Source: an optimization exercise on an open RTL-to-GDS flow (aim: small area, a short achievable clock period and few clock cycles per item). Production flows keep margins and buffers that such runs may drop.
RTL that was checked went through simulation tests only; none was proved equivalent to the original.
Power and IR drop assume default switching activity.

==> nickel: inputs <==
## peer_table_replay_filter_top
module peer_table_replay_filter_top #(
   parameter int PEER_SLOTS = ptrf_pkg::PEER_SLOTS_DEFAULT
) (
   input  logic                          clock,
   input  logic                          reset,
   input  logic                          csr_write_enable,
   input  logic                          csr_write_data,
   input  logic                          req_valid,
   output logic                          req_stall,
   input  logic [ptrf_pkg::MODE_W-1:0]   req_mode,
   input  logic [ptrf_pkg::MAC_W-1:0]    req_peer_mac,
   input  logic [ptrf_pkg::MEMBER_W-1:0] req_member_id,
   input  logic [ptrf_pkg::SEQ_W-1:0]    req_sequence_req,
   input  logic                          req_reset_window,
   output logic                          rsp_valid,
   input  logic                          rsp_stall,
   output logic [ptrf_pkg::STATUS_W-1:0] rsp_status,
   output logic                          rsp_found,
   output logic [ptrf_pkg::SLOT_W-1:0]   rsp_slot,
   output logic [ptrf_pkg::MAC_W-1:0]    rsp_found_mac
);
   localparam int N      = PEER_SLOTS;
   localparam int MAC_W  = ptrf_pkg::MAC_W;
   localparam int MEM_W  = ptrf_pkg::MEMBER_W;
   localparam int SEQ_W  = ptrf_pkg::SEQ_W;
   localparam int SLOT_W = ptrf_pkg::SLOT_W;
   function automatic logic [N-1:0] lowest(input logic [N-1:0] v);
      logic [N-1:0] r;
      logic         seen;
      r    = '0;
      seen = 1'b0;
      for (int i = 0; i < N; i++) begin
         r[i] = v[i] && !seen;
         seen = seen || v[i];
      end
      lowest = r;
   endfunction
   function automatic logic [SLOT_W-1:0] encode(input logic [N-1:0] oh);
      logic [SLOT_W-1:0] r;
  ...
==> flow/config.mk <==
export PLATFORM = sky130hd
export DESIGN_NAME = peer_table_replay_filter_top
export DESIGN_NICKNAME = peer_table_replay_filter_top
export VERILOG_FILES = /design/flow/design.v
export SDC_FILE = /design/flow/constraint.sdc
export NUM_CORES = 4
export LEC_CHECK = 0
export CAP_MARGIN = 20
export CORE_MARGIN = 2
export CORE_UTILIZATION = 50
export SETUP_SLACK_MARGIN = 2.4
export SLEW_MARGIN = 20
==> flow/constraint.sdc <==
create_clock -name core_clock -period 5.0 [get_ports {clock}]
set_input_delay 1.0000 -clock core_clock [delete_from_list [all_inputs] [get_ports {clock}]]
set_output_delay 1.0000 -clock core_clock [all_outputs]
set_load 0.01 [all_outputs]
run.sh (not shown) runs the stock make flow with config.mk's settings and CLKGATE_MAP_FILE= SYNTH_SCRIPT=/design/flow/synth_recipe.tcl, a recipe that flattens the netlist after the stock synthesis.
==> lagoon: changes against nickel <==
--- a/flow/design.v
+++ b/flow/design.v
@@ -47,12 +47,24 @@
    output logic                          mac_eq,
    output logic                          member_eq
 );
    assign mac_eq    = (slot_mac == op_mac);
    assign member_eq = (slot_member == op_member);
 endmodule
+module ptrf_seq_cmp (
+   input  logic [ptrf_pkg::SEQ_W-1:0] q,
+   input  logic [ptrf_pkg::SEQ_W-1:0] t,
+   output logic                       lt_hi,
+   output logic                       eq_hi,
+   output logic                       le_lo
+);
+   localparam int H = ptrf_pkg::SEQ_W / 2;
+   assign lt_hi = (q[ptrf_pkg::SEQ_W-1:H] <  t[ptrf_pkg::SEQ_W-1:H]);
+   assign eq_hi = (q[ptrf_pkg::SEQ_W-1:H] == t[ptrf_pkg::SEQ_W-1:H]);
+   assign le_lo = (q[H-1:0] <= t[H-1:0]);
+endmodule
 `default_nettype wire
 `timescale 1ns / 1ps
 `default_nettype none
 module ptrf_store #(
    parameter int PEER_SLOTS = ptrf_pkg::PEER_SLOTS_DEFAULT
 ) (
@@ -147,35 +159,45 @@
    logic                 b_vld_ff;
    logic [1:0]           b_mode_ff;
    logic [MAC_W-1:0]     b_mac_ff;
    logic [MEM_W-1:0]     b_member_ff;
    logic [SEQ_W-1:0]     b_seq_ff;
    logic                 b_rst_ff;
-   logic [N-1:0]         b_meq_ff;
-   logic [N-1:0]         b_keq_ff;
+   logic [N-1:0]         b_vdm_ff;
+   logic [N-1:0]         b_vdk_ff;
+   logic [N-1:0]         b_vdl_ff;
    logic                 b_fwm_ff;
    logic                 b_fwk_ff;
+   logic                 b_fwl_ff;
    logic [N-1:0]         b_lastwe_ff;
+   logic [N-1:0]         b_prevwe_ff;
+   logic                 b_fpm_ff;
+   logic                 b_fpk_ff;
+   logic                 b_fpl_ff;
+   logic [N-1:0]         pw_we_ff;
+   logic [MAC_W-1:0]     pw_mac_ff;
+   logic [MEM_W-1:0]     pw_member_ff;
    logic                 c_vld_ff;
    logic                 c_acc_ff;
    logic                 c_lkp_ff;
    logic [N-1:0]         c_hit_ff;
-   logic [N-1:0]         c_le_ff;
-   logic                 c_fwle_ff;
-   logic [N-1:0]         c_lastswe_ff;
    logic [SEQ_W-1:0]     c_seq_ff;
    logic                 c_rst_ff;
    logic [2:0]           c_status_ff;
    logic                 c_found_ff;
    logic [SLOT_W-1:0]    c_slot_ff;
    logic                 rsp_valid_ff;
    logic                 full_ff;
-   logic [2:0]           rsp_status_ff;
+   logic [1:0]           rsp_status_ff;
+   logic                 o_pa_ff, o_pb_ff, o_pc_ff, o_st2_ff, o_acc_ff;
    logic                 rsp_found_ff;
    logic [SLOT_W-1:0]    rsp_slot_ff;
    logic [MAC_W-1:0]     rsp_mac_ff;
+   logic                 sw_first_ff;
+   logic [N-1:0]         sw_hit_ff;
+   logic [SEQ_W-1:0]     sw_seq_ff;
    logic out_free, c_free, b_adv, b_free;
    assign out_free  = !rsp_valid_ff || !rsp_stall;
    assign c_free    = !c_vld_ff || out_free;
    assign b_adv     = b_vld_ff && c_free;
    assign b_free    = !b_vld_ff || c_free;
    assign req_stall = full_ff && rsp_stall;
@@ -186,25 +208,25 @@
    logic                 clear_all;
    logic [N-1:0]         id_we, set_valid, seq_we;
    ptrf_store #(.PEER_SLOTS(N)) u_store (
       .clock       (clock),
       .reset       (reset),
       .clear_all   (clear_all),
-      .id_we       (id_we),
+      .id_we       (pw_we_ff),
       .set_valid   (set_valid),
-      .wr_mac      (b_mac_ff),
-      .wr_member   (b_member_ff),
+      .wr_mac      (pw_mac_ff),
+      .wr_member   (pw_member_ff),
       .seq_we      (seq_we),
-      .wr_seq      (c_seq_ff),
+      .wr_seq      (sw_seq_ff),
       .valid       (t_valid),
       .mac         (t_mac),
       .member      (t_member),
       .seq         (t_seq)
    );
    logic [N-1:0] in_meq, in_keq;
-   logic         in_fwm, in_fwk;
+   logic         in_fwm, in_fwk, in_fpm, in_fpk;
    for (genvar s = 0; s < N; s++) begin : g_match
       ptrf_match u_match (
          .slot_mac    (t_mac[s*MAC_W +: MAC_W]),
          .slot_member (t_member[s*MEM_W +: MEM_W]),
          .op_mac      (req_peer_mac),
          .op_member   (req_member_id),
@@ -217,31 +239,46 @@
       .slot_member (b_member_ff),
       .op_mac      (req_peer_mac),
       .op_member   (req_member_id),
       .mac_eq      (in_fwm),
       .member_eq   (in_fwk)
    );
+   ptrf_match u_match_fp (
+      .slot_mac    (pw_mac_ff),
+      .slot_member (pw_member_ff),
+      .op_mac      (req_peer_mac),
+      .op_member   (req_member_id),
+      .mac_eq      (in_fpm),
+      .member_eq   (in_fpk)
+   );
    logic [N-1:0] mac_hit, mem_hit;
+   logic [N-1:0] learn_hit;
+   logic [N-1:0] in_vdm, in_vdk;
+   logic         clr_now;
+   assign clr_now = b_adv && (b_mode_ff == ptrf_pkg::MODE_CLEAR);
+   assign in_vdm  = (t_valid & in_meq) & {N{!clr_now}};
+   assign in_vdk  = (t_valid & in_keq) & {N{!clr_now}};
    always_comb begin
       for (int s = 0; s < N; s++) begin
-         mac_hit[s] = t_valid[s] && (b_lastwe_ff[s] ? b_fwm_ff : b_meq_ff[s]);
-         mem_hit[s] = t_valid[s] && (b_lastwe_ff[s] ? b_fwk_ff : b_keq_ff[s]);
+         mac_hit[s]   = b_lastwe_ff[s] ? b_fwm_ff : b_prevwe_ff[s] ? b_fpm_ff : b_vdm_ff[s];
+         mem_hit[s]   = b_lastwe_ff[s] ? b_fwk_ff : b_prevwe_ff[s] ? b_fpk_ff : b_vdk_ff[s];
+         learn_hit[s] = b_lastwe_ff[s] ? b_fwl_ff : b_prevwe_ff[s] ? b_fpl_ff : b_vdl_ff[s];
       end
    end
    logic [N-1:0]      learn_oh, free_oh, mac_oh, mem_oh;
    logic              learn_found, refused;
    logic [N-1:0]      b_we, b_set, b_hit;
    logic              b_clear, b_acc, b_lkp, b_found;
    logic [2:0]        b_status;
    logic [SLOT_W-1:0] b_slot;
    always_comb begin
-      learn_oh    = lowest(mac_hit | mem_hit);
+      learn_oh    = lowest(learn_hit);
       free_oh     = lowest(~t_valid);
       mac_oh      = lowest(mac_hit);
       mem_oh      = lowest(mem_hit);
-      learn_found = |(mac_hit | mem_hit);
+      learn_found = |learn_hit;
       refused     = provisioned_ff && !(|(learn_oh & mac_hit));
       b_we     = '0;
       b_set    = '0;
       b_hit    = '0;
       b_clear  = 1'b0;
       b_acc    = 1'b0;
@@ -292,49 +329,63 @@
          end
          default: begin
             b_clear = 1'b1;
          end
       endcase
    end
-   logic [N-1:0] b_le;
-   logic         b_fwle;
-   always_comb begin
-      for (int s = 0; s < N; s++) begin
-         b_le[s] = (b_seq_ff <= t_seq[s*SEQ_W +: SEQ_W]);
-      end
-      b_fwle = (b_seq_ff <= c_seq_ff);
-   end
    assign id_we     = b_adv ? b_we  : '0;
    assign set_valid = b_adv ? b_set : '0;
    assign clear_all = b_adv && b_clear;
-   logic [N-1:0]     le_now;
+   logic [SEQ_W-1:0] cur_seq;
    logic [MAC_W-1:0] hit_mac;
-   logic             stale;
-   logic [2:0]       c_status;
+   logic             t_lt_hi, t_eq_hi, t_le_lo;
+   logic             f_lt_hi, f_eq_hi, f_le_lo;
+   logic             o_stale, o_write, fwd;
+   logic             c_accnr;
    always_comb begin
+      cur_seq = '0;
       hit_mac = '0;
       for (int s = 0; s < N; s++) begin
-         le_now[s] = c_lastswe_ff[s] ? c_fwle_ff : c_le_ff[s];
+         if (c_hit_ff[s])             cur_seq = cur_seq | t_seq[s*SEQ_W +: SEQ_W];
          if (c_hit_ff[s] && c_lkp_ff) hit_mac = hit_mac | t_mac[s*MAC_W +: MAC_W];
       end
-      stale    = !c_rst_ff && |(c_hit_ff & le_now);
-      c_status = c_status_ff;
-      if (c_acc_ff) c_status = stale ? ptrf_pkg::STATUS_STALE : ptrf_pkg::STATUS_OK;
    end
-   assign seq_we = (c_vld_ff && c_acc_ff && !stale && out_free) ? c_hit_ff : '0;
+   ptrf_seq_cmp u_cmp_tab (
+      .q     (c_seq_ff),
+      .t     (cur_seq),
+      .lt_hi (t_lt_hi),
+      .eq_hi (t_eq_hi),
+      .le_lo (t_le_lo)
+   );
+   ptrf_seq_cmp u_cmp_fwd (
+      .q     (c_seq_ff),
+      .t     (sw_seq_ff),
+      .lt_hi (f_lt_hi),
+      .eq_hi (f_eq_hi),
+      .le_lo (f_le_lo)
+   );
+   assign o_stale = o_pa_ff || (o_pb_ff && o_pc_ff);
+   assign o_write = sw_first_ff && o_acc_ff && !o_stale;
+   assign fwd     = o_write && |(sw_hit_ff & c_hit_ff);
+   assign c_accnr = c_acc_ff && !c_rst_ff;
+   assign seq_we = o_write ? sw_hit_ff : '0;
    always_ff @(posedge clock) begin
       if (reset) begin
          provisioned_ff <= 1'b0;
          b_vld_ff       <= 1'b0;
          c_vld_ff       <= 1'b0;
          rsp_valid_ff   <= 1'b0;
          full_ff        <= 1'b0;
+         sw_first_ff    <= 1'b0;
+         pw_we_ff       <= '0;
       end else begin
          full_ff <= (b_free ? req_valid : b_vld_ff) &&
                     (c_free ? b_vld_ff : c_vld_ff) &&
                     (out_free ? c_vld_ff : rsp_valid_ff);
+         sw_first_ff <= c_vld_ff && out_free;
+         pw_we_ff   <= id_we;
          if (csr_write_enable) provisioned_ff <= csr_write_data;
          if (b_free)   b_vld_ff     <= req_valid;
          if (c_free)   c_vld_ff     <= b_vld_ff;
          if (out_free) rsp_valid_ff <= c_vld_ff;
       end
    end
@@ -342,39 +393,51 @@
       if (b_free) begin
          b_mode_ff   <= req_mode;
          b_mac_ff    <= req_peer_mac;
          b_member_ff <= req_member_id;
          b_seq_ff    <= req_sequence_req;
          b_rst_ff    <= req_reset_window;
-         b_meq_ff    <= in_meq;
-         b_keq_ff    <= in_keq;
+         b_vdm_ff    <= in_vdm;
+         b_vdk_ff    <= in_vdk;
+         b_vdl_ff    <= in_vdm | in_vdk;
          b_fwm_ff    <= in_fwm;
          b_fwk_ff    <= in_fwk;
+         b_fwl_ff    <= in_fwm || in_fwk;
          b_lastwe_ff <= id_we;
+         b_prevwe_ff <= pw_we_ff & {N{!clr_now}};
+         b_fpm_ff    <= in_fpm;
+         b_fpk_ff    <= in_fpk;
+         b_fpl_ff    <= in_fpm || in_fpk;
       end
       if (b_adv) begin
          c_acc_ff    <= b_acc;
          c_lkp_ff    <= b_lkp;
          c_hit_ff    <= b_hit;
-         c_le_ff     <= b_le;
-         c_fwle_ff   <= b_fwle;
-         c_lastswe_ff <= seq_we;
          c_seq_ff    <= b_seq_ff;
          c_rst_ff    <= b_rst_ff;
          c_status_ff <= b_status;
          c_found_ff  <= b_found;
          c_slot_ff   <= b_slot;
       end
+      pw_mac_ff    <= b_mac_ff;
+      pw_member_ff <= b_member_ff;
+      sw_hit_ff <= c_hit_ff;
+      sw_seq_ff <= c_seq_ff;
       if (out_free && c_vld_ff) begin
-         rsp_status_ff <= c_status;
+         rsp_status_ff <= c_acc_ff ? 2'b00 : c_status_ff[1:0];
+         o_st2_ff      <= !c_acc_ff && c_status_ff[2];
+         o_acc_ff      <= c_acc_ff;
+         o_pa_ff       <= c_accnr && (fwd ? f_lt_hi : t_lt_hi);
+         o_pb_ff       <= c_accnr && (fwd ? f_eq_hi : t_eq_hi);
+         o_pc_ff       <= fwd ? f_le_lo : t_le_lo;
          rsp_found_ff  <= c_found_ff;
          rsp_slot_ff   <= c_slot_ff;
          rsp_mac_ff    <= hit_mac;
       end
    end
    assign rsp_valid     = rsp_valid_ff;
-   assign rsp_status    = rsp_status_ff;
+   assign rsp_status    = {o_st2_ff || o_stale, rsp_status_ff};
    assign rsp_found     = rsp_found_ff;
    assign rsp_slot      = rsp_slot_ff;
    assign rsp_found_mac = rsp_mac_ff;
 endmodule
 `default_nettype wire
- CORE_UTILIZATION: 50 -> 60
- CTS_BUF_LIST: not set -> sky130_fd_sc_hd__clkbuf_8
- SETUP_SLACK_MARGIN: 2.4 -> 2.5
==> comparison table <==
Status: lagoon finished clean; nickel finished clean
Internal Power: lagoon 0.0142 W; nickel 0.0137 W
Layout net count: lagoon 3478; nickel 4092
PwrDens: lagoon 355 mW/mm²; nickel 326 mW/mm²
Detailed router's first-iteration violation count: lagoon 4888; nickel 3642
Total GRT Usage: lagoon 40.0%; nickel 32.1%
Actual slew at the worst max-slew pin: lagoon 1.23 ns; nickel 1.14 ns
GR Layer Usage met3: lagoon 8.96%; nickel 5.16%
Non-clock buffer instance count of the final layout: lagoon 333; nickel 402
Peak per-stage delay on the critical path: lagoon 0.47 ns; nickel 0.40 ns
Post-CTS setup buffer count: lagoon 82; nickel 144
Synth Area in Adders: lagoon 1.97%; nickel 8.07%
Synthesized flop and latch total: lagoon 1068; nickel 956
Total met3 wirelength after detailed routing: lagoon 17100 µm; nickel 12600 µm
Startpoint of the most critical setup path: lagoon c_hit_ff[4]; nickel b_fwm_ff
Met1 track utilization from global routing: lagoon 53.0%; nickel 41.2%
CP dominant cell by count: lagoon buf_4; nickel buf_6
Worst-skew pair later-pin latency: lagoon 0.82 ns; nickel 0.70 ns
Relative slew margins: lagoon 18.2%; nickel 23.8%
Combinational group share of total power: lagoon 7.0%; nickel 9.0%
Xor-xnor portion of the synthesized cell area: lagoon 9.75%; nickel 9.76%
Worst Hold Launch: lagoon c_seq_ff[0]; nickel b_rst_ff
Testbench counts of lagoon, summed over its fixed seeds: cycles 6,448, requests 6,400.
The RTL of nickel was laid out without a check of its function.

[port drivers added, routing unchanged]
In the flow no input, the clock included, has a driving cell. The finished layouts below were timed again as built, in two steps.
Step 1 sets driving cells, clkbuf_16 on the clock port and buf_2 on the other inputs (assumed; they add their load-dependent delay and slew).
Step 2 also shifts input and output timing later by t, the mid clock arrival at the registers, as if the neighbouring blocks saw the same clock.
Three values: ideal, step 1, step 2; two values: the first two.
run | shift t [ns] | setup slack, ns | cell pins on the clock port's net
nickel | 0.754 | 1.955 / 1.955 / 1.484 | 1
lagoon | 0.867 | 2.058 / 2.058 / 1.554 | 1
After both steps every run listed still meets setup and hold. For lagoon, which loses most, drivers alone change the setup slack by 0.000 ns; drivers and shift together by -0.504 ns.
